What follows belongs to an exercise in optimizing a design on an open flow for small area, a short achievable clock period and few clock cycles per item; a production flow would make more cautious choices. The RTL was checked by simulation tests, not by an equivalence proof against the original design.

## flow/design.v (module list and top-level ports; edited modules follow where they fit)
// module iirf_seq: 36 lines
// module iirf_fb_tree: 1621 lines
// module iirf_ff_tree: 806 lines
// module iirf_acc_csa: 560 lines
// module direct_form_iir_filter_unit: 268 lines
module direct_form_iir_filter_unit #(
  parameter int MAX_FF_TAPS = 8,
  parameter int MAX_FB_TAPS = 8
) (
  input  logic                                  clk,
  input  logic                                  rst,
  input  logic                                  in_valid,
  output logic                                  in_ready,
  input  logic                                  func,
  input  logic [iirf_pkg::CIDX_W-1:0]           coef_index,
  input  logic signed [iirf_pkg::COEF_W-1:0]    coef_value,
  input  logic [iirf_pkg::SAMPLE_W-1:0]         sample,
  output logic                                  out_valid,
  input  logic                                  out_ready,
  output logic signed [iirf_pkg::OUT_W-1:0]     filtered,
  input  logic                                  cfg_valid,
  output logic                                  cfg_ready,
  input  logic [iirf_pkg::CFG_IDX_W-1:0]        cfg_index,
  input  logic [iirf_pkg::CFG_DATA_W-1:0]       cfg_data
);
  // ...
==> flow/run.sh <==
#!/bin/bash
# synth_recipe.tcl (not shown) runs the flow's synth.tcl, then flattens the netlist and writes it again
# the make line also repeats each setting of config.mk as NAME=value (left out here)
make -C /OpenROAD-flow-scripts/flow DESIGN_CONFIG=/design/flow/config.mk WORK_HOME=/design/flow/orfs CLKGATE_MAP_FILE= SYNTH_SCRIPT=/design/flow/synth_recipe.tcl finish
==> flow/config.mk <==
export PLATFORM = sky130hd
export DESIGN_NAME = direct_form_iir_filter_unit
export DESIGN_NICKNAME = direct_form_iir_filter_unit
export VERILOG_FILES = /design/flow/design.v
export SDC_FILE = /design/flow/constraint.sdc
export NUM_CORES = 4
export LEC_CHECK = 0
export CAP_MARGIN = 20
export CORE_MARGIN = 2
export CORE_UTILIZATION = 40
export SETUP_SLACK_MARGIN = 5
export SLEW_MARGIN = 20
export TNS_END_PERCENT = 100
==> flow/constraint.sdc <==
create_clock -name core_clock -period 11.0 [get_ports {clk}]
set_input_delay 2.2000 -clock core_clock [delete_from_list [all_inputs] [get_ports {clk}]]
set_output_delay 2.2000 -clock core_clock [all_outputs]
set_load 0.01 [all_outputs]
==> impl_metrics.toml, run 1 <==
[setup_path]
cp_data_arrival_time_ns = 6.32
cp_cell_sequence = "ha_1 -> fa_1 -> a211oi_1 -> o211ai_1 -> a21oi_1 -> buf_4 -> o21ai_0 -> a21oi_1 -> o221ai_1 -> nor2_1 -> nand4_1 -> nor4bb_2 -> buf_4 -> nor2_2 -> buf_4 -> o21ai_0"
slowest_delay_ns = 0.82

[detailed_routing]
avgViaCountPerCell = 6.15

[layout]
buffer_area_share_pct = 2.19
drive_gt1_share_pct = 10.2
post-route-util_pct = 43.9
multi_input_area_sq_um = 61700

[sta]
fin_crit_ns = 5.81
report.final.slew_viol_count = 0

[clocking]
clk_pin_slew_ns = 0.06
cts_hold_buffers = 0
cts-resized-gates = 19

[logic_synthesis]
synth_ff_type = "edfxtp_1"
synth.area.mux_share_pct = 5.46
synth-edff-count = 1109
synth_xor_xnor_area_share_pct = 7.09
synth.area.top_cells = "edfxtp_1, fa_1, dfxtp_1, ha_1, a221oi_1"

[hold_path]
holdPathEnd = "x_h[0][10]$_DFFE_PP_"
hold_path_class = "reg -> reg"

[placed_design]
hpwl_mm = 255

[outcome]
status = "finished clean"
Testbench counts, summed over its fixed seeds: cycles 12,856, items 2,304.
==> run 2: changes to the inputs <==
--- a/flow/config.mk
+++ b/flow/config.mk
@@ -6,4 +6,5 @@
 export NUM_CORES = 4
 export LEC_CHECK = 0
+export ABC_AREA = 1
 export CAP_MARGIN = 20
 export CORE_MARGIN = 2
==> impl_metrics.toml, run 2 <==
[layout]
syn2layout_area_growth_pct = 10.3
final_nets = 12600
layout_commonest_cell = "inv_1"
regArea_sq_um = 46900
top_regs = "y_h x384, aco x256, bco x256"
largest_reg_flops = 384
final_cell_mix = "inv_1, nand2_1, edfxtp_1"
top_register = "y_h"
drive_gt1_share_pct = 6.65
fillers = 26900
multi_input_area_sq_um = 57500
stdcell_area_sq_um = 126000

[placed_design]
io_buffers = 97
placed_area_sq_um = 119000
gp_congestion = 1.03
hpwl_mm = 312

[global_routing]
track_usage_pct = 30.6
grt_pass1_vias = 92100
grt_pass1_wl_mm = 653
antenna_found_initial = 28
grt_overflow = 0
grt_max_degree = 110

[detailed_routing]
maxUsedRoutingLayer = "met5"
ant_nets = 0
drtIter0Drc = 13300
met1_length_mm = 176
routedWlPerCell_microns = 29.6
routed_wl_mm = 453
avgViaCountPerCell = 6.05
met3WireLength_mm = 55.1
firstDrtPassIters = 15
vias = 92500
wl_met2_mm = 189
drc = 0

[logic_synthesis]
synth_top_cell_area_share_pct = 29.2
synth_nets = 12900
synth_area_per_cell_sq_um = 9.84
netlist_area_sq_um = 114000
async_flop_share_pct = 0
synth_largest_area_cell = "edfxtp_1"
synth_ff_type = "edfxtp_1"
synthCells = 11600
synth.area.top_cells = "edfxtp_1, fa_1, dfxtp_1, xor2_1, inv_1"
yosys_warnings = 8
post_synth_num_cell_types = 73
synth-edff-count = 1109
ys_seq_elements = 1788
synth_seq_area_share_pct = 41.1
synthTopCellsByCount = "inv_1, nand2_1, edfxtp_1, o22ai_1, xor2_1"
post-synth-top-count-cell = "inv_1"

[floorplan]
initial_core_util_pct = 40.1
core_area_sq_um = 284000
fp.dieArea_sq_um = 290000
die_x_microns = 538
rows = 196
fp.dieH_microns = 538
ios = 99

[clocking]
cts_tree = "yes"
clock-sinks = 1788
root_buffer = "clkbuf_16"
cts_max_level = 4
cts_max_path_buffers = 3
cts_buffers = 197
clk_pin_slew_ns = 0.06
clock_latency_ns = 0.91

[job]
drv_cap = 0

[setup_path]
end_kind = "flip-flop"
required_ns = 11.78
r2r_cells = 10
critical_path_class = "in -> reg"
cp_data_arrival_time_ns = 6.39
reg2reg_slack_ns = 5.47
crit_path_max_fanout = 41
cp-start-kind = "input pin"

[sta]
report.final.slew_viol_count = 0
hold_viol_final = 0
skew_ns = 0.142
slew_headroom_pct = 16.0
fin_crit_sh_pct = 51.0
setup_violations = 0
rsz0062_at_grt = "false"
max_freq_mhz = 178
fin_hold_ws_ns = 0.346
fin_crit_ns = 5.61
worstMarginPinSlew_ns = 1.26
setup-tns-final_ns = 0

[hold_path]
hold_depth = 0
hold_path_class = "reg -> reg"

[outcome]
status = "finished clean"
run 2: cell types whose count changed in the layout (fill, tap and decap cells not counted), sizes merged, moves of 204 or more:
cell | before | now
xnor2 | 471 | 48
nor2 | 345 | 802
a22o | 495 | 21
inv | 1004 | 1829
o22ai | 61 | 877
a22oi | 296 | 76
nand2 | 373 | 1210
nand3 | 45 | 279
xor2 | 463 | 866
o21ai | 326 | 530
run 2: cell type report:
cell class / count / area share [%]
Multi-Input combinational cell: 7154 / 45.7
Tap cell: 3762 / 3.74
Sequential cell: 1788 / 37.3
Inverter: 1877 / 5.60
Clock buffer: 261 / 4.38
Antenna cell: 12 / 0.0238
Clock inverter: 109 / 1.12
Timing Repair Buffer: 328 / 2.18
run 2: layer usage:
layer  vias to the layer above  global-route usage [%]
li1                      39000                       -
met1                     45700                    40.1
met2                      6297                    44.5
met3                      1494                    9.44
met4                         8                    17.7
met5                         -                   0.345
run 2: repair_timing:
item / CTS / global route
pin swaps: 0 / 0
setup buffers: 0 / 0
hold buffers: 0 / 0
hold endpoints to repair: 0 / 0
setup endpoints to repair: 4 / 6
gates resized for setup: 1 / 2
run 2: worst paths after layout:
check                                       start             endpoint
worst max-delay path                          rst    s1_y3[38]$_DFF_P_
worst min register to register  ismp[5]$_DFFE_PP_  x_h[0][5]$_DFFE_PP_
worst min-delay path            ismp[5]$_DFFE_PP_  x_h[0][5]$_DFFE_PP_
worst max register to register   s1_y[21]$_DFF_P_   s2_fbs[27]$_DFF_P_
run 2: worst max-delay path, cell delays in order:
cell,delay [ns]
buf_2,0.22
inv_2,0.09
buf_6,0.40
nand2_2,0.20
inv_2,0.17
nand2_4,0.31
nor2_1,0.34
ha_1,0.33
a21oi_1,0.22
o21ai_0,0.14
o21bai_1,0.21
a21oi_1,0.26
inv_1,0.13
nand2_1,0.07
nand2_1,0.14
a21oi_1,0.28
inv_1,0.07
nand3_1,0.08
nand2_2,0.08
nand2_1,0.06
nand2_1,0.09
nand2_1,0.10
nand2_1,0.06
nand2_1,0.05
nand2_1,0.05
run 2: through the flow:
stage               std cells  setup slack (ns)  utilization [%]
detailed placement      14900              3.97             41.8
floorplan               11600              5.89                -
global route            15300              5.04             44.3
CTS                     15300              5.25             44.2
finish                  15300              5.39             44.3
global placement        14900              3.95             41.8
run 2: logic make-up after synthesis:
kind of cell / after synthesis / synth area share [%]
AOI/OAI and AO/OA: 2611 / 15.3
xor gates and xnor gates: 914 / 7.02
adders and majority gates: 1229 / 19.1
buffers and inverters: 2662 / 8.92
DFF: 1788 / 41.1
muxes: 3 / 0.0274
other: 1 / 0.00328
and+or+nand+nor: 2396 / 8.65
==> module direct_form_iir_filter_unit, before the edit <==
module direct_form_iir_filter_unit #(
  parameter int MAX_FF_TAPS = 8,
  parameter int MAX_FB_TAPS = 8
) (
  input  logic                                  clk,
  input  logic                                  rst,
  input  logic                                  in_valid,
  output logic                                  in_ready,
  input  logic                                  func,
  input  logic [iirf_pkg::CIDX_W-1:0]           coef_index,
  input  logic signed [iirf_pkg::COEF_W-1:0]    coef_value,
  input  logic [iirf_pkg::SAMPLE_W-1:0]         sample,
  output logic                                  out_valid,
  input  logic                                  out_ready,
  output logic signed [iirf_pkg::OUT_W-1:0]     filtered,
  input  logic                                  cfg_valid,
  output logic                                  cfg_ready,
  input  logic [iirf_pkg::CFG_IDX_W-1:0]        cfg_index,
  input  logic [iirf_pkg::CFG_DATA_W-1:0]       cfg_data
);
  logic [3:0] nf, nb;    
  assign cfg_ready = 1'b1;
  always_ff @(posedge clk) begin
    if (rst) begin
      nf <= 4'd4;
      nb <= 4'd3;
    end else if (cfg_valid) begin
      case (cfg_index)
        2'd0: nf <= (cfg_data > 4'd8) ? 4'd8 : cfg_data;
        2'd1: nb <= (cfg_data > 4'd8) ? 4'd8 : cfg_data;
        default: ;
      endcase
    end
  end
  logic                take, take_s;
  logic                iv, ifunc;
  logic [CIDX_W-1:0]   iidx;
  logic [COEF_W-1:0]   ival;
  logic [SAMPLE_W-1:0] ismp;
  logic                cons, cons_s, cons_c;
  logic                act, fin;
  assign take   = in_valid && in_ready;
  assign take_s = take && func;
  assign cons   = iv && (!act || fin);
  assign cons_s = cons && ifunc;
  assign cons_c = cons && !ifunc;
  always_ff @(posedge clk) begin
    if (in_ready) begin
      ifunc <= func;
      iidx  <= coef_index;
      ival  <= coef_value;
      ismp  <= sample;
    end
  end
  logic [COEF_W-1:0] bco [8];
  logic [COEF_W-1:0] aco [8];
  logic [COEF_W-1:0] cval;
  assign cval = ival & {COEF_W{!rst}};
  always_ff @(posedge clk) begin
    for (int k = 0; k < 8; k++) begin
      if (rst || (cons_c && iidx == 4'(k)))     bco[k] <= cval;
      if (rst || (cons_c && iidx == 4'(k + 8))) aco[k] <= cval;
    end
  end
  logic [SAMPLE_W-1:0] x_h [8];
  logic [7:0]          xv;
  always_ff @(posedge clk) begin
    if (cons_s) begin
      x_h[0] <= ismp;
      for (int i = 1; i < 8; i++) x_h[i] <= x_h[i-1];
    end
  end
  always_ff @(posedge clk) begin
    if (rst)         xv <= '0;
    else if (cons_s) xv <= {xv[6:0], 1'b1};
  end
  logic [2:0] tcnt;
  always_ff @(posedge clk) begin
    if (rst)         tcnt <= '0;
    else if (cons_s) tcnt <= tcnt + 3'd1;
  end
  logic [3:0] kk, sf, ffl;
  logic       nb0;
  always_ff @(posedge clk) begin
    logic [4:0] half;
    logic [3:0] k;
    half = (5'(nf) + 5'(nb) + 5'd1) >> 1;
    k    = (4'(half) > nb) ? 4'(half) : nb;
    if (k == 4'd0) k = 4'd1;
    kk  <= k;
    sf  <= (nf > k) ? nf - k : 4'd0;
    ffl <= (nf > k) ? k : nf;
    nb0 <= (nb == 4'd0);
  end
  logic [3:0] c;             
  logic [2:0] fbi, ya, fidx;
  logic       ffo, fbo, shr;
  logic       m1, m2, m3;    
  logic [1:0] outst;         
  logic       pop;
  logic       act_n, fin_n, loop_ok_n, in_ready_n, iv_n, ffo_n, fbo_n, shr_n;
  logic [3:0] c_n;
  logic [2:0] tcnt_n, fbi_n, ya_n, fidx_n;
  logic [1:0] outst_n;
  assign act_n     = cons_s || (act && !fin);
  assign c_n       = cons_s ? 4'd0 : (c + 4'(act));
  assign tcnt_n    = tcnt + 3'(cons_s);
  assign loop_ok_n = !(fin || m1 || m2);
  assign fin_n     = act_n && ({1'b0, c_n} + 5'd1 >= {1'b0, kk}) &&
                     (nb0 || loop_ok_n);
  assign ffo_n     = act_n && (c_n < ffl);
  assign shr_n     = act_n && (c_n < sf);
  assign fidx_n    = 3'(kk + c_n);
  assign fbi_n     = fin_n ? 3'd0 : 3'(nb - 4'd1 + sf - c_n);
  assign fbo_n     = act_n && ((c_n >= sf && {1'b0, c_n} + 5'd1 < {1'b0, sf} + {1'b0, nb}) ||
                               (fin_n && !nb0));
  assign ya_n      = tcnt_n - 3'd2 - fbi_n;
  assign iv_n      = take || (iv && !cons);
  assign outst_n   = outst + 2'(take_s) - 2'(pop);
  assign in_ready_n = (outst_n != 2'd3) && (!iv_n || !act_n || fin_n);
  always_ff @(posedge clk) begin
    if (rst) begin
      act      <= 1'b0;
      iv       <= 1'b0;
      c        <= '0;
      fin      <= 1'b0;
      fbi      <= '0;
      ya       <= '0;
      fidx     <= '0;
      ffo      <= 1'b0;
      fbo      <= 1'b0;
      shr      <= 1'b0;
      m1       <= 1'b0;
      m2       <= 1'b0;
      m3       <= 1'b0;
      outst    <= '0;
      in_ready <= 1'b1;
    end else begin
      act      <= act_n;
      iv       <= iv_n;
      c        <= c_n;
      fin      <= fin_n;
      fbi      <= fbi_n;
      ya       <= ya_n;
      fidx     <= fidx_n;
      ffo      <= ffo_n;
      fbo      <= fbo_n;
      shr      <= shr_n;
      m1       <= fin;
      m2       <= m1;
      m3       <= m2;
      outst    <= outst_n;
      in_ready <= in_ready_n;
    end
  end
  logic [COEF_W-1:0]   s1_b;
  logic [SAMPLE_W-1:0] s1_x;
  logic [Y_W-1:0]      s1_y;
  logic [Y_W+1:0]      s1_y3;
  logic [10:0]         s1_m1, s1_m2, s1_m3, s1_m4, s1_neg;
  logic                s1_kc;
  logic [Y_W-1:0]      y_h [8];    
  logic [7:0]          yv;         
  logic [COEF_W-1:0]   a_sel;
  logic [COEF_W+3:0]   a_ext;
  logic [10:0]         m1_n, m2_n, m3_n, m4_n, neg_n;
  logic [Y_W-1:0]      y_mux, y_sel;
  logic                y_ok;
  assign a_sel = shr ? bco[fidx] : aco[fbi];
  assign a_ext = {{3{a_sel[COEF_W-1]}}, a_sel, 1'b0};
  always_comb begin
    for (int k = 0; k < 11; k++) begin
      logic b3, b2, b1, b0;
      b3 = a_ext[3*k+3];
      b2 = a_ext[3*k+2];
      b1 = a_ext[3*k+1];
      b0 = a_ext[3*k];
      m1_n[k]  = !(b3 ^ b2) & (b1 ^ b0);
      m2_n[k]  = (b1 & b0 & !b2) | (b2 & !b1 & !b0);
      m3_n[k]  = (b3 ^ b2) & (b1 ^ b0);
      m4_n[k]  = (!b3 & b2 & b1 & b0) | (b3 & !b2 & !b1 & !b0);
      neg_n[k] = shr ? (b3 & !(b2 & b1 & b0)) : (!b3 & (b2 | b1 | b0));
    end
  end
  assign y_mux = shr ? {16'd0, x_h[fidx], 16'd0} : y_h[ya];
  assign y_ok  = shr ? xv[fidx] : (fbo && yv[ya]);
  assign y_sel = y_mux & {Y_W{y_ok && !rst}};
  always_ff @(posedge clk) begin
    s1_b   <= bco[c[2:0]];
    s1_x   <= x_h[c[2:0]] & {SAMPLE_W{ffo && xv[c[2:0]] && !rst}};
    s1_y   <= y_sel;
    s1_y3  <= {{2{y_sel[Y_W-1]}}, y_sel} + {y_sel[Y_W-1], y_sel, 1'b0};
    s1_kc  <= !shr;
    s1_m1  <= m1_n;
    s1_m2  <= m2_n;
    s1_m3  <= m3_n;
    s1_m4  <= m4_n;
    s1_neg <= neg_n;
  end
  logic [67:0] ff_s, ff_c;
  logic [83:0] fb_s, fb_c;
  logic [67:0] s2_ffs, s2_ffc;
  logic [83:0] s2_fbs, s2_fbc;
  logic [12:0] lo_ff;
  logic        s2_c12;
  iirf_ff_tree u_ff (.b(s1_b), .x(s1_x), .s(ff_s), .c(ff_c));
  iirf_fb_tree u_fb (.kc(s1_kc), .m1(s1_m1), .m2(s1_m2), .m3(s1_m3), .m4(s1_m4),
                     .neg(s1_neg), .y(s1_y), .y3(s1_y3), .s(fb_s), .c(fb_c));
  assign lo_ff = {1'b0, ff_s[11:0]} + {1'b0, ff_c[11:0]};
  always_ff @(posedge clk) begin
    s2_ffs <= ff_s;
    s2_ffc <= ff_c;
    s2_fbs <= fb_s;
    s2_fbc <= fb_c;
    s2_c12 <= lo_ff[12];
  end
  logic [ACC_W-1:0] acc_s, acc_c, as_g, ac_g, csa_s, csa_c;
  logic [28:0]      lo_fb;
  logic             rst_d;
  assign as_g  = acc_s & {ACC_W{!m3}};
  assign ac_g  = acc_c & {ACC_W{!m3}};
  assign lo_fb = {1'b0, s2_fbs[27:0]} + {1'b0, s2_fbc[27:0]};
  iirf_acc_csa u_csa (.as_(as_g), .ac(ac_g), .ffs(s2_ffs), .ffc(s2_ffc),
                      .fbs(s2_fbs), .fbc(s2_fbc), .c12(s2_c12),
                      .s(csa_s), .c(csa_c));
  always_ff @(posedge clk) begin
    rst_d <= rst;
    if (rst || rst_d) begin
      acc_s <= '0;
      acc_c <= '0;
    end else begin
      acc_s <= csa_s;
      acc_c <= {csa_c[ACC_W-1:1], lo_fb[28]};
    end
  end
  logic signed [ACC_W-1:0] tot;
  logic signed [Y_W-1:0]   y_sat;
  logic [2:0]              wp;
  logic                    ovf;
  assign tot = acc_s + acc_c;
  assign ovf = !((&tot[ACC_W-1:Y_W-1]) || !(|tot[ACC_W-1:Y_W-1]));
  always_comb begin
    if (ovf) y_sat = {tot[ACC_W-1], {(Y_W-1){!tot[ACC_W-1]}}};
    else     y_sat = tot[Y_W-1:0];
  end
  always_ff @(posedge clk) begin
    if (rst) begin
      wp <= '0;
      yv <= '0;
    end else if (m3) begin
      wp     <= wp + 3'd1;
      yv[wp] <= 1'b1;
    end
  end
  always_ff @(posedge clk) begin
    if (m3) y_h[wp] <= y_sat;
  end
  iirf_seq u_q (
    .clk       (clk),
    .rst       (rst),
    .push      (m3 && !rst),
    .push_data (y_sat[Y_W-1:Y_W-OUT_W]),
    .out_ready (out_ready),
    .out_valid (out_valid),
    .filtered  (filtered)
  );
  assign pop = out_valid && out_ready;
endmodule
==> run 3: changes to the inputs <==
--- a/flow/design.v
+++ b/flow/design.v
@@ -3152,5 +3152,5 @@
   assign fbo_n     = act_n && ((c_n >= sf && {1'b0, c_n} + 5'd1 < {1'b0, sf} + {1'b0, nb}) ||
                                (fin_n && !nb0));
-  assign ya_n      = tcnt_n - 3'd2 - fbi_n;
+  assign ya_n      = tcnt_n - 3'd2 - fbi_n;    
   assign iv_n      = take || (iv && !cons);
   assign outst_n   = outst + 2'(take_s) - 2'(pop);
@@ -3203,4 +3203,7 @@
   logic [10:0]         m1_n, m2_n, m3_n, m4_n, neg_n;
   logic [Y_W-1:0]      y_mux, y_sel;
+  logic signed [ACC_W-1:0] ylast;     
+  logic                    ylv;       
+  logic [Y_W-1:0]          y_lsat;    
   logic                y_ok;
   assign a_sel = shr ? bco[fidx] : aco[fbi];
@@ -3220,6 +3223,6 @@
     end
   end
-  assign y_mux = shr ? {16'd0, x_h[fidx], 16'd0} : y_h[ya];
-  assign y_ok  = shr ? xv[fidx] : (fbo && yv[ya]);
+  assign y_mux = shr ? {16'd0, x_h[fidx], 16'd0} : (fin ? y_lsat : y_h[ya]);
+  assign y_ok  = shr ? xv[fidx] : (fbo && (fin ? ylv : yv[ya]));
   assign y_sel = y_mux & {Y_W{y_ok && !rst}};
   always_ff @(posedge clk) begin
@@ -3239,10 +3242,7 @@
   logic [67:0] s2_ffs, s2_ffc;
   logic [83:0] s2_fbs, s2_fbc;
-  logic [12:0] lo_ff;
-  logic        s2_c12;
   iirf_ff_tree u_ff (.b(s1_b), .x(s1_x), .s(ff_s), .c(ff_c));
   iirf_fb_tree u_fb (.kc(s1_kc), .m1(s1_m1), .m2(s1_m2), .m3(s1_m3), .m4(s1_m4),
                      .neg(s1_neg), .y(s1_y), .y3(s1_y3), .s(fb_s), .c(fb_c));
-  assign lo_ff = {1'b0, ff_s[11:0]} + {1'b0, ff_c[11:0]};
   always_ff @(posedge clk) begin
     s2_ffs <= ff_s;
@@ -3250,14 +3250,15 @@
     s2_fbs <= fb_s;
     s2_fbc <= fb_c;
-    s2_c12 <= lo_ff[12];
   end
   logic [ACC_W-1:0] acc_s, acc_c, as_g, ac_g, csa_s, csa_c;
   logic [28:0]      lo_fb;
+  logic [12:0]      lo_ff;
   logic             rst_d;
   assign as_g  = acc_s & {ACC_W{!m3}};
   assign ac_g  = acc_c & {ACC_W{!m3}};
   assign lo_fb = {1'b0, s2_fbs[27:0]} + {1'b0, s2_fbc[27:0]};
+  assign lo_ff = {1'b0, s2_ffs[11:0]} + {1'b0, s2_ffc[11:0]};
   iirf_acc_csa u_csa (.as_(as_g), .ac(ac_g), .ffs(s2_ffs), .ffc(s2_ffc),
-                      .fbs(s2_fbs), .fbc(s2_fbc), .c12(s2_c12),
+                      .fbs(s2_fbs), .fbc(s2_fbc), .c12(lo_ff[12]),
                       .s(csa_s), .c(csa_c));
   always_ff @(posedge clk) begin
@@ -3271,30 +3272,35 @@
     end
   end
-  logic signed [ACC_W-1:0] tot;
-  logic signed [Y_W-1:0]   y_sat;
-  logic [2:0]              wp;
-  logic                    ovf;
-  assign tot = acc_s + acc_c;
-  assign ovf = !((&tot[ACC_W-1:Y_W-1]) || !(|tot[ACC_W-1:Y_W-1]));
-  always_comb begin
-    if (ovf) y_sat = {tot[ACC_W-1], {(Y_W-1){!tot[ACC_W-1]}}};
-    else     y_sat = tot[Y_W-1:0];
-  end
+  assign y_lsat = ((&ylast[ACC_W-1:Y_W-1]) || !(|ylast[ACC_W-1:Y_W-1])) ?
+                  ylast[Y_W-1:0] : {ylast[ACC_W-1], {(Y_W-1){!ylast[ACC_W-1]}}};
+  always_ff @(posedge clk) begin
+    if (m3) ylast <= acc_s + acc_c;
+    if (rst)     ylv <= 1'b0;
+    else if (m3) ylv <= 1'b1;
+  end
+  logic signed [Y_W-1:0] y_sat;
+  logic [2:0]            wp;
+  logic                  m4;
+  assign y_sat = y_lsat;
   always_ff @(posedge clk) begin
     if (rst) begin
+      m4 <= 1'b0;
       wp <= '0;
       yv <= '0;
-    end else if (m3) begin
-      wp     <= wp + 3'd1;
-      yv[wp] <= 1'b1;
+    end else begin
+      m4 <= m3;
+      if (m4) begin
+        wp     <= wp + 3'd1;
+        yv[wp] <= 1'b1;
+      end
     end
   end
   always_ff @(posedge clk) begin
-    if (m3) y_h[wp] <= y_sat;
+    if (m4) y_h[wp] <= y_sat;
   end
   iirf_seq u_q (
     .clk       (clk),
     .rst       (rst),
-    .push      (m3 && !rst),
+    .push      (m4 && !rst),
     .push_data (y_sat[Y_W-1:Y_W-OUT_W]),
     .out_ready (out_ready),
--- a/flow/config.mk
+++ b/flow/config.mk
@@ -6,5 +6,4 @@
 export NUM_CORES = 4
 export LEC_CHECK = 0
-export ABC_AREA = 1
 export CAP_MARGIN = 20
 export CORE_MARGIN = 2
==> impl_metrics.toml, run 3 <==
[outcome]
status = "finished clean"

[setup_path]
regToRegStartpoint = "fidx[2]$_SDFF_PP0_"
cp-start-kind = "input pin"
reg2reg_slack_ns = 5.22
crit_buf_inv = 4
r2r_end = "s1_y3[34]$_DFF_P_"
path_depth = 21
critical_path_class = "in -> reg"
r2r_cells = 17
crit_path_max_fanout = 45
required_ns = 11.74
endpoint = "s1_y3[34]$_DFF_P_"
cp_data_arrival_time_ns = 6.54
cp_top_family = "compound AO/OA/AOI/OAI gates"
end_kind = "flip-flop"
critPathLaunch = "rst"
slowest_delay_ns = 0.35
cp_cell_sequence = "buf_12 -> nor2_1 -> nand3_1 -> a21o_2 -> clkbuf_8 -> clkinvlp_4 -> nand2_1 -> inv_1 -> ha_1 -> a211oi_1 -> nor2_1 -> o31ai_1 -> a21oi_2 -> o211ai_1 -> nand3_1 -> o2111ai_1 -> a21oi_2 -> and3b_1 -> a31oi_1 -> o21bai_1 -> xor2_1"
slowest_stage = "o2111ai_1"

[clocking]
cts_max_level = 4
cts_buffers = 202
cts_tree = "yes"
clock-sinks = 1868
clk_pin_slew_ns = 0.06
root_buffer = "clkbuf_16"
cts_max_path_buffers = 4
clock_latency_ns = 0.88

[sta]
fin_ws_ns = 5.20
hold_viol_final = 0
worstMarginPinSlew_ns = 1.21
slew_headroom_pct = 18.9
fin_hold_ws_ns = 0.417
fin_crit_ns = 5.80
setup-tns-final_ns = 0
fin_crit_sh_pct = 52.7
skew_ns = 0.0721
max_freq_mhz = 172
rsz0062_at_grt = "true"
setup_violations = 0
report.final.slew_viol_count = 0

[global_routing]
antenna_found_initial = 8
track_usage_pct = 25.1
grt_pass1_wl_mm = 571
grt_max_degree = 109
grt_overflow = 0
grt_pass1_vias = 85200

[floorplan]
core_area_sq_um = 294000
fp.dieH_microns = 547
fp.dieArea_sq_um = 299000
initial_core_util_pct = 40.2
ios = 99
die_x_microns = 547
rows = 199

[detailed_routing]
routed_wl_mm = 382
drtIter0Drc = 10400
vias = 84000
routedWlPerCell_microns = 27.5
avgViaCountPerCell = 6.03
drc = 0
firstDrtPassIters = 6
ant_nets = 0

[layout]
syn2layout_area_growth_pct = 9.53
fillers = 27100
top_regs = "y_h x384, aco x256, bco x256"
largest_reg_flops = 384
final_nets = 11100
final_cell_mix = "edfxtp_1, inv_1, fa_1"
layout_commonest_cell = "edfxtp_1"
top_register = "y_h"
drive_gt1_share_pct = 10.2

[logic_synthesis]
synth_nets = 11500
synth_largest_area_cell = "edfxtp_1"
async_flop_share_pct = 0
yosys_warnings = 8
synth_area_per_cell_sq_um = 11.6
synth_top_cell_area_share_pct = 29.6
netlist_area_sq_um = 118000
synth_ff_type = "edfxtp_1"
ys_seq_elements = 1868
post-synth-top-count-cell = "edfxtp_1"
synthCells = 10200
post_synth_num_cell_types = 103
synthTopCellsByCount = "edfxtp_1, inv_1, fa_1, clkbuf_1, dfxtp_1"
synth.area.top_cells = "edfxtp_1, fa_1, dfxtp_1, ha_1, a221oi_1"
synth_seq_area_share_pct = 41.6
synth-edff-count = 1165

[placed_design]
gp_congestion = 0.949
io_buffers = 97
hpwl_mm = 253
post-place-ws_ns = 3.72

[hold_path]
hold_path_class = "reg -> reg"
hold_start = "ismp[2]$_DFFE_PP_"

[job]
drv_cap = 0
run 3: changes by cell type in the layout (fill, tap and decap cells not counted), sizes merged, moves of 381 or more:
| cell | before | now |
|---|---|---|
| a22o | 21 | 482 |
| o22ai | 877 | 60 |
| nor2 | 802 | 335 |
| xor2 | 866 | 485 |
| inv | 1829 | 1015 |
| nand2 | 1210 | 357 |
| xnor2 | 48 | 451 |
run 3: worst min-delay path by stage:
| stage | to | cells after the start |
|---|---|---|
| 6_report | x_h[0][2]$_DFFE_PP_ | 0 |
| 5_1_grt | x_h[0][3]$_DFFE_PP_ | 0 |
| 4_1_cts | x_h[0][2]$_DFFE_PP_ | 0 |
| 3_5_place_dp | x_h[0][2]$_DFFE_PP_ | 0 |
| 3_3_place_gp | x_h[0][0]$_DFFE_PP_ | 0 |
| 2_1_floorplan | s2_ffc[0]$_DFF_P_ | 0 |
run 3: repair_timing:
item,4_1_cts,5_1_grt
setup buffers,2,3
gates cloned,0,0
endpoints found under the setup margin,21,19
hold buffers,0,0
pin swaps,1,2
resized for setup,9,19
run 3: cell families (layout without fill, tap and decap cells):
family	count (synthesis)	after routing	share of synthesized area [%]
AOI/OAI and AO/OA	2459	2459	15.6
buffers and inverters	1933	1721	6.28
DFF	1868	1868	41.6
and+or+nand+nor	1356	1356	5.70
adders and majority gates	1225	1225	18.4
xor gates and xnor gates	936	936	6.95
muxes	430	430	5.46
other	1	7	0.00318
run 3: layer usage:
layer / global-route usage [%] / wire [microns] / vias to the layer above
met5: 0 / 24 / -
met4: 11.6 / 19700 / 4
met3: 5.50 / 37700 / 1032
met2: 38.7 / 170000 / 4866
met1: 33.9 / 155000 / 42500
li1: - / - / 35600
run 3: final cells by class:
class	instances	area (sq um)	area share (%)
Multi-Input combinational cell	6407	61800	47.8
Timing Repair Buffer	345	2890	2.23
Clock inverter	95	906	0.701
Tap cell	3919	4900	3.79
Antenna cell	6	15.0	0.0116
Clock buffer	265	5670	4.39
Inverter	1016	3830	2.96
Sequential cell	1868	49200	38.1
run 3: per-stage QoR:
stage	instance area, sq um	utilization (%)	instances
after detailed placement	122000	41.7	13500
after CTS	129000	43.9	13900
after floorplan	118000	-	10200
after global routing	129000	44.0	13900
after global placement	122000	41.7	13500
final	129000	44.0	13900
run 3: worst register-to-register path: cells and delay by family (launching register included):
kind                       cells  cell delay, ns
buffers and inverters          1            0.74
DFF                            1            0.68
adders and majority gates      1            0.43
AOI/OAI and AO/OA              8            2.57
xor gates and xnor gates       1            0.16
and+or+nand+nor                6            1.16
Testbench counts of run 3, summed over its fixed seeds: cycles 12,979, items 2,304.
==> run 4: changes to the inputs <==
==> flow/flow/run.sh (new file) <==
#!/bin/bash
# The standard layout (the standard.sh: ORFS synthesis to final layout),
# with timing repair aiming for 7 ns of setup slack instead of config.mk's 5.
set -euo pipefail
bash standard.sh SETUP_SLACK_MARGIN=7 TNS_END_PERCENT=100 finish > standard_flow.log 2>&1
==> flow/standard.sh (new file) <==
#!/bin/bash
# synth_recipe.tcl (not shown) runs the flow's synth.tcl, then flattens the netlist and writes it again
# the make line also repeats each setting of config.mk as NAME=value (left out here)
make -C /OpenROAD-flow-scripts/flow DESIGN_CONFIG=/design/flow/config.mk WORK_HOME=/design/flow/orfs CLKGATE_MAP_FILE= SYNTH_SCRIPT=/design/flow/synth_recipe.tcl "${@:-finish}"
removed: flow/run.sh
==> impl_metrics.toml, run 4 <==
[logic_synthesis]
synth_seq_area_share_pct = 41.6
ys_seq_elements = 1868
synthTopCellsByCount = "edfxtp_1, inv_1, fa_1, clkbuf_1, dfxtp_1"
synth_ff_type = "edfxtp_1"
synth_largest_area_cell = "edfxtp_1"
yosys_warnings = 8
synth-edff-count = 1165
netlist_area_sq_um = 118000
synth.area.top_cells = "edfxtp_1, fa_1, dfxtp_1, ha_1, a221oi_1"
synthCells = 10200
post_synth_num_cell_types = 103
post-synth-top-count-cell = "edfxtp_1"
async_flop_share_pct = 0
synth_nets = 11500
synth_area_per_cell_sq_um = 11.6
synth_top_cell_area_share_pct = 29.6

[sta]
fin_crit_ns = 5.02
setup-tns-final_ns = 0
rsz0062_at_grt = "true"
fin_crit_sh_pct = 45.7
setup_violations = 0
hold_viol_final = 0
worstMarginPinSlew_ns = 1.31
max_freq_mhz = 199
slew_headroom_pct = 12.3
skew_ns = 0.0745
report.final.slew_viol_count = 0

[layout]
final_nets = 11400
top_register = "y_h"
top_regs = "y_h x384, aco x256, bco x256"
regArea_sq_um = 49300
largest_reg_flops = 384
drive_gt1_share_pct = 17.0
multi_input_area_sq_um = 64600
syn2layout_area_growth_pct = 15.2
final_cell_mix = "edfxtp_1, inv_1, fa_1"
layout_commonest_cell = "edfxtp_1"
fillers = 26400
stdcell_area_sq_um = 136000

[setup_path]
cp-start-kind = "input pin"
reg2reg_slack_ns = 6.06
required_ns = 11.77
slowest_delay_ns = 0.34
end_kind = "flip-flop"
r2r_end = "s1_y3[47]$_DFF_P_"
cp_cell_sequence = "buf_16 -> nor2_4 -> nand3_4 -> a21o_4 -> buf_12 -> a21oi_4 -> ha_4 -> nor2b_1 -> o21ai_1 -> a21o_1 -> a21oi_4 -> buf_6 -> o21ai_4 -> o21ai_4 -> a21oi_4 -> o21ai_4 -> a211oi_4 -> nor2_4 -> o311a_1 -> a311o_1"
slowest_stage = "a211oi_4"
r2r_cells = 20
critical_path_class = "in -> reg"
cp_data_arrival_time_ns = 5.80
crit_path_max_fanout = 8
regToRegStartpoint = "ylast[48]$_DFFE_PP_"
crit_buf_inv = 3
cp_top_family = "compound AO/OA/AOI/OAI gates"

[clocking]
clock_latency_ns = 0.90
cts_tree = "yes"
root_buffer = "clkbuf_16"
cts_max_level = 4
cts_buffers = 204
clock-sinks = 1868
cts_max_path_buffers = 4
cts_hold_buffers = 0
clk_pin_slew_ns = 0.06

[global_routing]
grt_pass1_vias = 86800
grt_max_degree = 80
grt.busiest_layer = "met2"
met2_usage_pct = 39.9
grt_pass1_wl_mm = 585
grt.met1_usage_pct = 34.5
track_usage_pct = 25.8
antenna_found_initial = 14
use_met3_pct = 5.58
grt_overflow = 0

[placed_design]
gp_congestion = 0.934
io_buffers = 97
hpwl_mm = 253
placed_area_sq_um = 123000

[hold_path]
hold_start = "ismp[10]$_DFFE_PP_"
hold_depth = 0
hold_path_class = "reg -> reg"
holdPathEnd = "x_h[0][10]$_DFFE_PP_"

[floorplan]
initial_core_util_pct = 40.2
die_x_microns = 547
fp.dieH_microns = 547
fp.dieArea_sq_um = 299000
ios = 99
core_area_sq_um = 294000
rows = 199

[detailed_routing]
drtIter0Drc = 10800
vias = 85700
drc = 0
firstDrtPassIters = 8
ant_nets = 0
routedWlPerCell_microns = 28.3
routed_wl_mm = 401
avgViaCountPerCell = 6.05

[outcome]
status = "finished clean"

[job]
drv_cap = 0
run 4: worst max path at each step:
stage,from,endpoint,slack (ns),cells after the start
2_1_floorplan,rst,s1_y3[47]$_DFF_P_,5.57,21
3_3_place_gp,rst,s1_y3[46]$_DFF_P_,4.16,18
3_5_place_dp,rst,s1_y3[46]$_DFF_P_,4.13,18
4_1_cts,rst,s1_y3[45]$_DFF_P_,6.00,21
5_1_grt,rst,s1_y3[47]$_DFF_P_,5.89,21
6_report,rst,s1_y3[47]$_DFF_P_,5.98,20
run 4: layout make-up:
class | instances | share of cell area (%)
multi-input combinational | 6409 | 47.5
inverter | 1016 | 2.83
timing repair inverter | 1 | 0.00644
tap | 3919 | 3.61
clock inverter | 105 | 0.811
sequential | 1868 | 36.3
antenna | 9 | 0.0166
timing repair buffer | 569 | 4.88
clock buffer | 263 | 4.05
run 4: cell families (layout without fill, tap and decap cells):
group           Yosys count  in the layout  share of synthesized area (%)
compound gates         2459           2461                           15.6
mux                     430            430                           5.46
fa+ha+maj              1225           1225                           18.4
other cells               1             10                        0.00318
buf+inv                1933           1954                           6.28
flops                  1868           1868                           41.6
simple gates           1356           1356                           5.70
xor+xnor                936            936                           6.95
run 4: routing by layer:
| metal | routed length (microns) | vias up |
|---|---|---|
| met5 | 175 | - |
| met4 | 24100 | 17 |
| met3 | 38900 | 1315 |
| met2 | 177000 | 5077 |
| met1 | 161000 | 43100 |
| li1 | - | 36100 |
run 4: per-stage QoR:
stage | hold WS [ns] | worst slack, ns | instances | utilization [%]
2_1_floorplan | 0.378 | 5.57 | 10200 | -
3_3_place_gp | 0.405 | 4.16 | 13600 | 41.7
3_5_place_dp | 0.410 | 4.13 | 13600 | 41.8
4_1_cts | 0.426 | 6.00 | 14000 | 45.3
5_1_grt | 0.431 | 5.89 | 14200 | 46.3
6_report | 0.427 | 5.98 | 14200 | 46.3
run 4: what timing repair did:
action | CTS | global route
pin swaps | 188 | 208
setup endpoints to repair | 558 | 426
setup buffers | 106 | 86
gates resized for setup | 566 | 326
endpoints found under the hold margin | 0 | 0
cloned | 12 | 24
==> module iirf_seq, before the edit <==
module iirf_seq (
  input  logic                    clk,
  input  logic                    rst,
  input  logic                    push,
  input  logic signed [OUT_W-1:0] push_data,
  input  logic                    out_ready,
  output logic                    out_valid,
  output logic signed [OUT_W-1:0] filtered
);
  logic [1:0]              cnt;
  logic signed [OUT_W-1:0] q1, q2;
  logic                    pop;
  assign pop = out_valid && out_ready;
  always_ff @(posedge clk) begin
    if (rst) begin
      cnt       <= '0;
      out_valid <= 1'b0;
    end else begin
      cnt       <= cnt + 2'(push) - 2'(pop);
      out_valid <= (cnt + 2'(push) - 2'(pop)) != 2'd0;
    end
  end
  always_ff @(posedge clk) begin
    if (pop) begin
      filtered <= q1;
      q1       <= q2;
    end
    if (push) begin
      case (cnt - 2'(pop))
        2'd0:    filtered <= push_data;
        2'd1:    q1       <= push_data;
        default: q2       <= push_data;
      endcase
    end
  end
endmodule
==> run 5: changes to the inputs <==
--- a/flow/design.v
+++ b/flow/design.v
@@ -9,5 +9,5 @@
   localparam int CFG_DATA_W = 4;
   localparam int ACC_W      = 56;    
-  localparam int OUTQ_D     = 3;     
+  localparam int OUTQ_D     = 4;     
 endpackage
 import iirf_pkg::*;
@@ -21,8 +21,9 @@
   output logic signed [OUT_W-1:0] filtered
 );
-  logic [1:0]              cnt;
-  logic signed [OUT_W-1:0] q1, q2;
+  logic [2:0]              cnt, cnt_n;
+  logic signed [OUT_W-1:0] q1, q2, q3;
   logic                    pop;
-  assign pop = out_valid && out_ready;
+  assign pop   = out_valid && out_ready;
+  assign cnt_n = cnt + 3'(push) - 3'(pop);
   always_ff @(posedge clk) begin
     if (rst) begin
@@ -30,6 +31,6 @@
       out_valid <= 1'b0;
     end else begin
-      cnt       <= cnt + 2'(push) - 2'(pop);
-      out_valid <= (cnt + 2'(push) - 2'(pop)) != 2'd0;
+      cnt       <= cnt_n;
+      out_valid <= cnt_n != 3'd0;
     end
   end
@@ -38,10 +39,12 @@
       filtered <= q1;
       q1       <= q2;
+      q2       <= q3;
     end
     if (push) begin
-      case (cnt - 2'(pop))
-        2'd0:    filtered <= push_data;
-        2'd1:    q1       <= push_data;
-        default: q2       <= push_data;
+      case (cnt - 3'(pop))
+        3'd0:    filtered <= push_data;
+        3'd1:    q1       <= push_data;
+        3'd2:    q2       <= push_data;
+        default: q3       <= push_data;
       endcase
     end
@@ -3133,15 +3136,15 @@
   logic [2:0] fbi, ya, fidx;
   logic       ffo, fbo, shr;
-  logic       m1, m2, m3;    
-  logic [1:0] outst;         
+  logic       m0, m1, m2, m3, m4;    
+  logic [2:0] outst;         
   logic       pop;
   logic       act_n, fin_n, loop_ok_n, in_ready_n, iv_n, ffo_n, fbo_n, shr_n;
   logic [3:0] c_n;
   logic [2:0] tcnt_n, fbi_n, ya_n, fidx_n;
-  logic [1:0] outst_n;
+  logic [2:0] outst_n;
   assign act_n     = cons_s || (act && !fin);
   assign c_n       = cons_s ? 4'd0 : (c + 4'(act));
   assign tcnt_n    = tcnt + 3'(cons_s);
-  assign loop_ok_n = !(fin || m1 || m2);
+  assign loop_ok_n = !(fin || m0 || m1);
   assign fin_n     = act_n && ({1'b0, c_n} + 5'd1 >= {1'b0, kk}) &&
                      (nb0 || loop_ok_n);
@@ -3154,6 +3157,6 @@
   assign ya_n      = tcnt_n - 3'd2 - fbi_n;    
   assign iv_n      = take || (iv && !cons);
-  assign outst_n   = outst + 2'(take_s) - 2'(pop);
-  assign in_ready_n = (outst_n != 2'd3) && (!iv_n || !act_n || fin_n);
+  assign outst_n   = outst + 3'(take_s) - 3'(pop);
+  assign in_ready_n = (outst_n < 3'd4) && (!iv_n || !act_n || fin_n);
   always_ff @(posedge clk) begin
     if (rst) begin
@@ -3168,4 +3171,5 @@
       fbo      <= 1'b0;
       shr      <= 1'b0;
+      m0       <= 1'b0;
       m1       <= 1'b0;
       m2       <= 1'b0;
@@ -3184,5 +3188,6 @@
       fbo      <= fbo_n;
       shr      <= shr_n;
-      m1       <= fin;
+      m0       <= fin;
+      m1       <= m0;
       m2       <= m1;
       m3       <= m2;
@@ -3191,4 +3196,25 @@
     end
   end
+  logic [COEF_W-1:0]   p_b, p_a;
+  logic [SAMPLE_W-1:0] p_x;
+  logic [Y_W-1:0]      p_y;
+  logic                p_shr, p_byp;
+  logic [Y_W-1:0]      y_h [8];    
+  logic [7:0]          yv;         
+  logic [2:0]          wp;         
+  logic signed [ACC_W-1:0] ylast;     
+  logic                    ylv;       
+  logic [Y_W-1:0]          y_lsat;    
+  logic                byp;
+  assign byp = fbo && !shr && (fin || ((m3 || m4) && ya == wp));
+  always_ff @(posedge clk) begin
+    p_b   <= bco[c[2:0]];
+    p_x   <= x_h[c[2:0]] & {SAMPLE_W{ffo && xv[c[2:0]] && !rst}};
+    p_a   <= shr ? bco[fidx] : aco[fbi];
+    p_y   <= shr ? ({16'd0, x_h[fidx], 16'd0} & {Y_W{xv[fidx] && !rst}}) :
+                   (y_h[ya] & {Y_W{fbo && !byp && yv[ya] && !rst}});
+    p_shr <= shr;
+    p_byp <= byp && !rst;
+  end
   logic [COEF_W-1:0]   s1_b;
   logic [SAMPLE_W-1:0] s1_x;
@@ -3197,16 +3223,8 @@
   logic [10:0]         s1_m1, s1_m2, s1_m3, s1_m4, s1_neg;
   logic                s1_kc;
-  logic [Y_W-1:0]      y_h [8];    
-  logic [7:0]          yv;         
-  logic [COEF_W-1:0]   a_sel;
   logic [COEF_W+3:0]   a_ext;
   logic [10:0]         m1_n, m2_n, m3_n, m4_n, neg_n;
-  logic [Y_W-1:0]      y_mux, y_sel;
-  logic signed [ACC_W-1:0] ylast;     
-  logic                    ylv;       
-  logic [Y_W-1:0]          y_lsat;    
-  logic                y_ok;
-  assign a_sel = shr ? bco[fidx] : aco[fbi];
-  assign a_ext = {{3{a_sel[COEF_W-1]}}, a_sel, 1'b0};
+  logic [Y_W-1:0]      y_sel;
+  assign a_ext = {{3{p_a[COEF_W-1]}}, p_a, 1'b0};
   always_comb begin
     for (int k = 0; k < 11; k++) begin
@@ -3220,16 +3238,14 @@
       m3_n[k]  = (b3 ^ b2) & (b1 ^ b0);
       m4_n[k]  = (!b3 & b2 & b1 & b0) | (b3 & !b2 & !b1 & !b0);
-      neg_n[k] = shr ? (b3 & !(b2 & b1 & b0)) : (!b3 & (b2 | b1 | b0));
+      neg_n[k] = p_shr ? (b3 & !(b2 & b1 & b0)) : (!b3 & (b2 | b1 | b0));
     end
   end
-  assign y_mux = shr ? {16'd0, x_h[fidx], 16'd0} : (fin ? y_lsat : y_h[ya]);
-  assign y_ok  = shr ? xv[fidx] : (fbo && (fin ? ylv : yv[ya]));
-  assign y_sel = y_mux & {Y_W{y_ok && !rst}};
+  assign y_sel = (p_byp ? (y_lsat & {Y_W{ylv}}) : p_y) & {Y_W{!rst}};
   always_ff @(posedge clk) begin
-    s1_b   <= bco[c[2:0]];
-    s1_x   <= x_h[c[2:0]] & {SAMPLE_W{ffo && xv[c[2:0]] && !rst}};
+    s1_b   <= p_b;
+    s1_x   <= p_x & {SAMPLE_W{!rst}};
     s1_y   <= y_sel;
     s1_y3  <= {{2{y_sel[Y_W-1]}}, y_sel} + {y_sel[Y_W-1], y_sel, 1'b0};
-    s1_kc  <= !shr;
+    s1_kc  <= !p_shr;
     s1_m1  <= m1_n;
     s1_m2  <= m2_n;
@@ -3280,6 +3296,4 @@
   end
   logic signed [Y_W-1:0] y_sat;
-  logic [2:0]            wp;
-  logic                  m4;
   assign y_sat = y_lsat;
   always_ff @(posedge clk) begin
==> impl_metrics.toml, run 5 <==
[setup_path]
required_ns = 11.81
crit_path_max_fanout = 45
r2r_cells = 15
regToRegStartpoint = "s1_m4[0]$_DFF_P_"
end_kind = "flip-flop"
cp_data_arrival_time_ns = 5.30
r2r_end = "s2_fbs[33]$_DFF_P_"
reg2reg_slack_ns = 6.56
critical_path_class = "in -> reg"
cp-start-kind = "input pin"

[sta]
report.final.slew_viol_count = 0
fin_crit_sh_pct = 40.8
max_freq_mhz = 223
hold_viol_final = 0
slew_headroom_pct = 7.37
fin_crit_ns = 4.49
rsz0062_at_grt = "true"
setup_violations = 0
setup-tns-final_ns = 0
worstMarginPinSlew_ns = 1.39
skew_ns = 0.0838
fin_ws_ns = 6.51

[logic_synthesis]
synthCells = 10600
synth_nets = 11900
synth-edff-count = 1165
ys_seq_elements = 2033
synth-compound-area-share_pct = 15.0
post_synth_num_cell_types = 97
synth.area.mux_share_pct = 5.99
synthTopCellsByCount = "inv_1, edfxtp_1, dfxtp_1, fa_1, clkbuf_1"
synth_ff_type = "edfxtp_1"
post-synth-top-count-cell = "inv_1"
async_flop_share_pct = 0
yosys.area_share.adder_pct = 17.8
synth_seq_area_share_pct = 42.7
synth_largest_area_cell = "edfxtp_1"
synth_area_per_cell_sq_um = 11.5
synth_top_cell_area_share_pct = 28.5
synth_xor_xnor_area_share_pct = 6.70
netlist_area_sq_um = 123000
synth.area.top_cells = "edfxtp_1, dfxtp_1, fa_1, ha_1, xnor2_1"
synth-simple-area-share_pct = 5.28
synth_top_family_by_area = "adder cells"
yosys_warnings = 8

[detailed_routing]
drtIter0Drc = 11300
routed_wl_mm = 410
vias = 88800
firstDrtPassIters = 9
ant_nets = 0
drc = 0
avgViaCountPerCell = 6.00
routedWlPerCell_microns = 27.7

[global_routing]
grt_pass1_vias = 89600
grt_pass1_wl_mm = 601
grt_max_degree = 83
met2_usage_pct = 38.9
use_met3_pct = 6.49
grt_overflow = 0
antenna_found_initial = 31
grt.met1_usage_pct = 33.0
track_usage_pct = 25.7
grt.busiest_layer = "met2"

[layout]
syn2layout_area_growth_pct = 15.4
top_regs = "y_h x384, aco x256, bco x256"
layout_commonest_cell = "edfxtp_1"
final_cell_mix = "edfxtp_1, inv_1, fa_1"
top_register = "y_h"
regArea_sq_um = 52600
largest_reg_flops = 384
fillers = 27300
multi_input_area_sq_um = 65300
final_nets = 11800
drive_gt1_share_pct = 17.4
post-route-util_pct = 46.3

[hold_path]
holdPathEnd = "s1_b[18]$_DFF_P_"
hold_start = "p_b[18]$_DFF_P_"
hold_path_class = "reg -> reg"
hold_depth = 0

[clocking]
clock-sinks = 2033
cts_max_level = 4
cts_buffers = 218
cts_tree = "yes"
cts_max_path_buffers = 4
root_buffer = "clkbuf_16"
clock_latency_ns = 0.92
clk_pin_slew_ns = 0.06
cts_hold_buffers = 0

[outcome]
status = "finished clean"

[placed_design]
io_buffers = 97
hpwl_mm = 255
gp_congestion = 0.928
post-place-ws_ns = 4.75

[floorplan]
fp.dieH_microns = 558
fp.dieArea_sq_um = 311000
die_x_microns = 558
ios = 99
rows = 203
initial_core_util_pct = 40.1
core_area_sq_um = 305000

[job]
drv_cap = 0
==> run 5: cell count changes after synthesis, moves of 72 or more <==
| cell | before | now |
|---|---|---|
| xnor2_1 | 451 | 523 |
| dfxtp_1 | 703 | 868 |
| mux2i_1 | 179 | 266 |
| nor2_1 | 335 | 471 |
| a21oi_1 | 353 | 426 |
| inv_1 | 1010 | 1170 |
==> run 5: cell families (layout without fill, tap and decap cells) <==
kind of cell,count (synthesis),in the layout
compound gates,2459,2459
xor+xnor,938,938
fa+ha+maj,1235,1235
buf+inv,2110,2117
flops,2033,2033
mux,505,505
other cells,1,56
simple gates,1345,1345
==> run 5: cell type report <==
type                            instances  share of cell area [%]
Sequential cell                      2033                    37.2
Multi-Input combinational cell       6483                    46.2
Inverter                             1175                    3.16
Timing Repair inverter                  3                  0.0186
Tap cell                             4100                    3.63
Antenna cell                           55                  0.0973
Timing Repair Buffer                  542                    4.59
Clock buffer                          279                    4.23
Clock inverter                        118                   0.860
==> run 5: stage by stage <==
step / area (sq um) / hold slack (ns) / instances
6_report: 141000 / 0.326 / 14800
5_1_grt: 141000 / 0.322 / 14800
4_1_cts: 139000 / 0.322 / 14700
3_5_place_dp: 127000 / 0.312 / 14100
3_3_place_gp: 127000 / 0.315 / 14100
2_1_floorplan: 123000 / 0.310 / 10600
==> run 5: critical path: stages <==
cell and delay [ns]:
clkbuf_16 0.23, buf_16 0.23, or2_4 0.26, inv_4 0.08
ha_4 0.14, inv_2 0.04, fa_2 0.34, nand2b_4 0.17
a21oi_4 0.14, o221ai_2 0.13, o41a_1 0.39, buf_4 0.16
buf_6 0.11, a21oi_4 0.15, a21boi_2 0.10, o21ai_2 0.19
a211oi_2 0.11, xnor2_1 0.12
==> run 5: per-layer routing <==
layer	vias up	wire length, microns
met5	-	163
met4	22	28900
met3	1307	44000
met2	5408	180000
met1	44800	157000
li1	37300	-
==> run 5: worst max-delay path by stage <==
| stage | slack (ns) | startpoint | to |
|---|---|---|---|
| 2_1_floorplan | 6.13 | rst | s1_y3[41]$_DFF_P_ |
| 3_3_place_gp | 4.73 | rst | s1_y3[48]$_DFF_P_ |
| 3_5_place_dp | 4.75 | rst | s1_y3[48]$_DFF_P_ |
| 4_1_cts | 6.49 | ylast[48]$_DFFE_PP_ | s1_y3[41]$_DFF_P_ |
| 5_1_grt | 6.37 | ylast[51]$_DFFE_PP_ | s1_y3[41]$_DFF_P_ |
| 6_report | 6.51 | rst | s1_y3[33]$_DFF_P_ |
==> run 5: timing repair <==
action,in CTS,in global routing
pin swaps,312,196
cloned,36,9
resized for setup,755,261
setup endpoints to repair,400,288
endpoints found under the hold margin,0,0
setup buffers,140,61
Testbench counts of run 5, summed over its fixed seeds: cycles 12,923, items 2,304.
==> run 6: changes to the inputs <==
--- a/flow/config.mk
+++ b/flow/config.mk
@@ -6,4 +6,5 @@
 export NUM_CORES = 4
 export LEC_CHECK = 0
+export ABC_AREA = 1
 export CAP_MARGIN = 20
 export CORE_MARGIN = 2
==> impl_metrics.toml, run 6 <==
[outcome]
status = "did not finish"
failed_stage = "global routing"
error_line = "[ERROR GRT-0232] Routing congestion too high. Check the congestion heatmap in the GUI."

[logic_synthesis]
synth.area.top_cells = "edfxtp_1, dfxtp_1, fa_1, inv_1, xor2_1"
synth_largest_area_cell = "edfxtp_1"
synth_ff_type = "edfxtp_1"
synth-edff-count = 1165
synth_area_per_cell_sq_um = 9.61
netlist_area_sq_um = 124000
synth_top_cell_area_share_pct = 28.3
ys_seq_elements = 2033
async_flop_share_pct = 0
synthCells = 12900
post_synth_num_cell_types = 59
post-synth-top-count-cell = "inv_1"
synthTopCellsByCount = "inv_1, nand2_1, edfxtp_1, nor2_1, dfxtp_1"
synth_nets = 14200
synth_seq_area_share_pct = 42.4
yosys_warnings = 8

[clocking]
root_buffer = "clkbuf_16"
cts_max_level = 4
cts_buffers = 223
clock-sinks = 2033
cts_max_path_buffers = 4

[placed_design]
gp_congestion = 0.979
hpwl_mm = 299
place_inst = 16500
io_buffers = 97

[floorplan]
rows = 204
initial_core_util_pct = 40.1
die_x_microns = 560
fp.dieH_microns = 560
ios = 99

[global_routing]
grt_max_degree = 91
run 6: cell count changes after synthesis, moves of 450 or more:
cell and delta:
nand2_1 +1223, inv_1 +950, o22ai_1 +789, xnor2_1 -495, a22o_1 -483, xor2_1 +450
run 6: worst min-delay path by stage:
stage / startpoint / endpoint / depth (start not counted)
after floorplan: p_b[0]$_DFF_P_ / s1_b[0]$_DFF_P_ / 0
after global placement: p_b[25]$_DFF_P_ / s1_b[25]$_DFF_P_ / 0
after detailed placement: p_b[19]$_DFF_P_ / s1_b[19]$_DFF_P_ / 0
after CTS: p_b[4]$_DFF_P_ / s1_b[4]$_DFF_P_ / 0
run 6: through the flow:
stage                     utilization, %  instance area [sq um]  hold slack, ns  setup WS, ns
after floorplan                        -                 124000           0.310          6.44
after global placement              41.9                 129000           0.311          4.43
after detailed placement            41.9                 129000           0.312          4.42
after CTS                           46.7                 144000           0.322          6.74
run 6: cells by family after synthesis:
logic type | count (synthesis) | share of synthesized area [%]
buf+inv | 3035 | 9.38
simple gates | 2894 | 9.44
compound gates | 2774 | 14.8
flops | 2033 | 42.4
fa+ha+maj | 1235 | 17.7
xor+xnor | 893 | 6.33
mux | 3 | 0.0253
other cells | 1 | 0.00303
run 6: repair_timing:
| item | in CTS |
|---|---|
| resized for setup | 791 |
| pin swaps | 128 |
| setup endpoints to repair | 824 |
| setup buffers | 242 |
| hold buffers | 0 |
| cloned | 72 |
==> run 7: changes to the inputs <==
--- a/flow/design.v
+++ b/flow/design.v
@@ -3203,7 +3203,9 @@
   logic [7:0]          yv;         
   logic [2:0]          wp;         
-  logic signed [ACC_W-1:0] ylast;     
-  logic                    ylv;       
-  logic [Y_W-1:0]          y_lsat;    
+  logic [Y_W-1:0]      ylast;      
+  logic                ylneg;      
+  logic                ylovf;      
+  logic                ylv;        
+  logic [Y_W-1:0]      y_lsat;     
   logic                byp;
   assign byp = fbo && !shr && (fin || ((m3 || m4) && ya == wp));
@@ -3288,11 +3290,16 @@
     end
   end
-  assign y_lsat = ((&ylast[ACC_W-1:Y_W-1]) || !(|ylast[ACC_W-1:Y_W-1])) ?
-                  ylast[Y_W-1:0] : {ylast[ACC_W-1], {(Y_W-1){!ylast[ACC_W-1]}}};
+  logic [ACC_W-1:0] tot;
+  assign tot = acc_s + acc_c;
   always_ff @(posedge clk) begin
-    if (m3) ylast <= acc_s + acc_c;
+    if (m3) begin
+      ylast <= tot[Y_W-1:0];
+      ylneg <= tot[ACC_W-1];
+      ylovf <= !((&tot[ACC_W-1:Y_W-1]) || !(|tot[ACC_W-1:Y_W-1]));
+    end
     if (rst)     ylv <= 1'b0;
     else if (m3) ylv <= 1'b1;
   end
+  assign y_lsat = ylovf ? {ylneg, {(Y_W-1){!ylneg}}} : ylast;
   logic signed [Y_W-1:0] y_sat;
   assign y_sat = y_lsat;
--- a/flow/config.mk
+++ b/flow/config.mk
@@ -6,5 +6,4 @@
 export NUM_CORES = 4
 export LEC_CHECK = 0
-export ABC_AREA = 1
 export CAP_MARGIN = 20
 export CORE_MARGIN = 2
==> impl_metrics.toml, run 7 <==
[outcome]
status = "finished clean"

[floorplan]
die_x_microns = 557
ios = 99
fp.dieH_microns = 557
fp.dieArea_sq_um = 310000
core_area_sq_um = 304000
rows = 202
initial_core_util_pct = 40.3

[layout]
final_nets = 11800
top_regs = "y_h x384, aco x256, bco x256"
stdcell_area_sq_um = 141000
fillers = 27100
top_register = "y_h"
largest_reg_flops = 384
final_cell_mix = "edfxtp_1, inv_1, fa_1"
syn2layout_area_growth_pct = 15.0
layout_commonest_cell = "edfxtp_1"
drive_gt1_share_pct = 15.8

[setup_path]
reg2reg_slack_ns = 6.71
r2r_cells = 14
endpoint = "s2_fbs[50]$_DFF_P_"
cp-start-kind = "flip-flop"
regToRegStartpoint = "s1_m4[3]$_DFF_P_"
end_kind = "flip-flop"
crit_path_max_fanout = 5
r2r_end = "s2_fbs[50]$_DFF_P_"
critical_path_class = "reg -> reg"
required_ns = 11.80
critPathLaunch = "s1_m4[3]$_DFF_P_"
cp_data_arrival_time_ns = 5.09

[logic_synthesis]
synth_nets = 12000
netlist_area_sq_um = 122000
synth_top_cell_area_share_pct = 28.5
ys_seq_elements = 2027
synth_area_per_cell_sq_um = 11.4
async_flop_share_pct = 0
synth_largest_area_cell = "edfxtp_1"
synth-edff-count = 1159
post_synth_num_cell_types = 86
yosys_warnings = 8
synth_seq_area_share_pct = 42.7
synthTopCellsByCount = "inv_1, edfxtp_1, dfxtp_1, fa_1, clkbuf_1"
synthCells = 10700
synth.area.top_cells = "edfxtp_1, dfxtp_1, fa_1, ha_1, xnor2_1"
synth_ff_type = "edfxtp_1"
post-synth-top-count-cell = "inv_1"

[sta]
setup-tns-final_ns = 0
worstMarginPinSlew_ns = 1.29
hold_viol_final = 0
skew_ns = 0.0862
report.final.slew_viol_count = 0
rsz0062_at_grt = "true"
fin_crit_ns = 4.29
fin_ws_ns = 6.71
fin_hold_ws_ns = 0.325
setup_violations = 0
max_freq_mhz = 233
slew_headroom_pct = 13.4
fin_crit_sh_pct = 39.0

[placed_design]
placed_area_sq_um = 127000
gp_congestion = 0.913
post-place-ws_ns = 5.20
hpwl_mm = 251
io_buffers = 97

[clocking]
cts_hold_buffers = 0
clk_pin_slew_ns = 0.06
clock_latency_ns = 0.95
cts_tree = "yes"
clock-sinks = 2027
root_buffer = "clkbuf_16"
cts_max_level = 4
cts_max_path_buffers = 4
cts_buffers = 217

[detailed_routing]
routedWlPerCell_microns = 26.9
avgViaCountPerCell = 5.93
drc = 0
drtIter0Drc = 9824
firstDrtPassIters = 7
routed_wl_mm = 398
ant_nets = 0
vias = 87700

[global_routing]
grt_pass1_vias = 89400
grt_max_degree = 95
track_usage_pct = 24.9
grt_overflow = 0
antenna_found_initial = 24
grt_pass1_wl_mm = 586

[hold_path]
hold_path_class = "reg -> reg"

[job]
drv_cap = 0
[run 7: changes by cell type after synthesis, sizes merged, moves of 272 or more]
cell   change
xor2     -451
o22ai    -773
inv      -942
a22o     +487
xnor2    +499
nand2   -1196
nor2     -525
nand3    -272
[run 7: routing by layer]
| metal | routed length, microns | vias to the layer above | track usage, % |
|---|---|---|---|
| met5 | 95 | - | 0 |
| met4 | 24300 | 14 | 13.5 |
| met3 | 41200 | 1205 | 6.23 |
| met2 | 176000 | 4931 | 38.1 |
| met1 | 157000 | 44200 | 32.5 |
| li1 | - | 37400 | - |
[run 7: repair_timing]
item | in CTS | in global routing
cloned | 25 | 17
setup endpoints to repair | 1290 | 257
pin swaps | 173 | 196
resized for setup | 593 | 312
setup buffers | 87 | 79
[run 7: worst min-delay path by stage]
stage	startpoint	to	slack, ns	cells after the start
6_report	p_b[9]$_DFF_P_	s1_b[9]$_DFF_P_	0.32	0
5_1_grt	p_b[9]$_DFF_P_	s1_b[9]$_DFF_P_	0.33	0
4_1_cts	p_b[9]$_DFF_P_	s1_b[9]$_DFF_P_	0.33	0
3_5_place_dp	p_b[9]$_DFF_P_	s1_b[9]$_DFF_P_	0.31	0
3_3_place_gp	p_b[13]$_DFF_P_	s1_b[13]$_DFF_P_	0.31	0
2_1_floorplan	p_b[0]$_DFF_P_	s1_b[0]$_DFF_P_	0.31	0
[run 7: cells by family (layout without fill, tap and decap cells)]
logic type                 after synthesis  count (layout)  share of synthesized area, %
AOI/OAI and AO/OA                     2519            2519                          15.0
buffers and inverters                 2149            2140                          6.61
DFF                                   2027            2027                          42.7
and+or+nand+nor                       1367            1369                          5.50
adders and majority gates             1235            1235                          17.9
xor gates and xnor gates               941             941                          6.74
muxes                                  470             470                          5.58
other                                    1              15                       0.00307
[run 7: worst max-delay path: stages, from the launching register on]
cell and delay [ns]:
dfxtp_4 0.43, buf_12 0.16, buf_16 0.13, a22o_1 0.21, a221oi_2 0.24, xnor2_1 0.15
fa_1 0.51, inv_1 0.06, fa_1 0.52, inv_2 0.05, fa_1 0.56, inv_2 0.05
fa_1 0.55, inv_2 0.04, fa_2 0.51
[run 7: through the flow]
stage / util, % / std cells
after floorplan: - / 10700
after global placement: 41.9 / 14200
after detailed placement: 41.9 / 14200
after CTS: 45.5 / 14700
after global routing: 46.3 / 14800
final: 46.3 / 14800
[run 7: cell type report]
type	count	area (sq um)	share of cell area (%)
Multi-Input combinational cell	6535	65100	46.3
Sequential cell	2027	52400	37.3
Timing Repair Buffer	529	6170	4.39
Clock buffer	270	5820	4.14
Tap cell	4080	5100	3.63
Inverter	1216	4640	3.30
Clock inverter	124	1180	0.841
Antenna cell	14	35.0	0.0249
Timing Repair inverter	1	11.3	0.00801
Testbench counts of run 7, summed over its fixed seeds: cycles 12,923, items 2,304.

-- port drivers added, routing unchanged --
No port has a modelled driver above. Below, the same layouts with a new extraction and two added sets of constraints. Step 1, drivers: a clkbuf_16 drives clk and a buf_2 each remaining input, both assumed. Step 2, shift: input delay + t, output delay - t, t = (earliest + latest rising clock arrival at the registers) / 2. This alone moves slack from input paths to output paths. a / b / c = no drivers / after step 1 / after step 2; a / b = the first two.
run | t (ns) | setup WS [ns] | worst hold slack (ns) | worst setup path at the end | latest minus earliest clock arrival (ns)
run 1 | 0.956 | 5.189 / 5.189 / 4.337 | 0.417 / 0.417 / 0.417 | input to register | 0.104 / 0.103
run 2 | 0.958 | 5.390 / 5.472 / 4.519 | 0.346 / 0.346 / 0.346 | input to register | 0.145 / 0.145
run 3 | 0.946 | 5.202 / 5.220 / 4.290 | 0.417 / 0.417 / 0.417 | input to register | 0.080 / 0.080
run 4 | 0.968 | 5.977 / 6.026 / 5.058 | 0.427 / 0.427 / 0.427 | input to register | 0.079 / 0.080
run 5 | 0.990 | 6.513 / 6.525 / 5.535 | 0.326 / 0.326 / 0.326 | input to register | 0.089 / 0.089
run 7 | 0.982 | 6.715 / 6.425 / 5.443 | 0.325 / 0.325 / 0.325 | input to register | 0.126 / 0.126
After both steps every run listed still meets setup and hold. For run 7, which loses most, drivers alone change the setup slack by -0.290 ns; drivers and shift together by -1.272 ns.
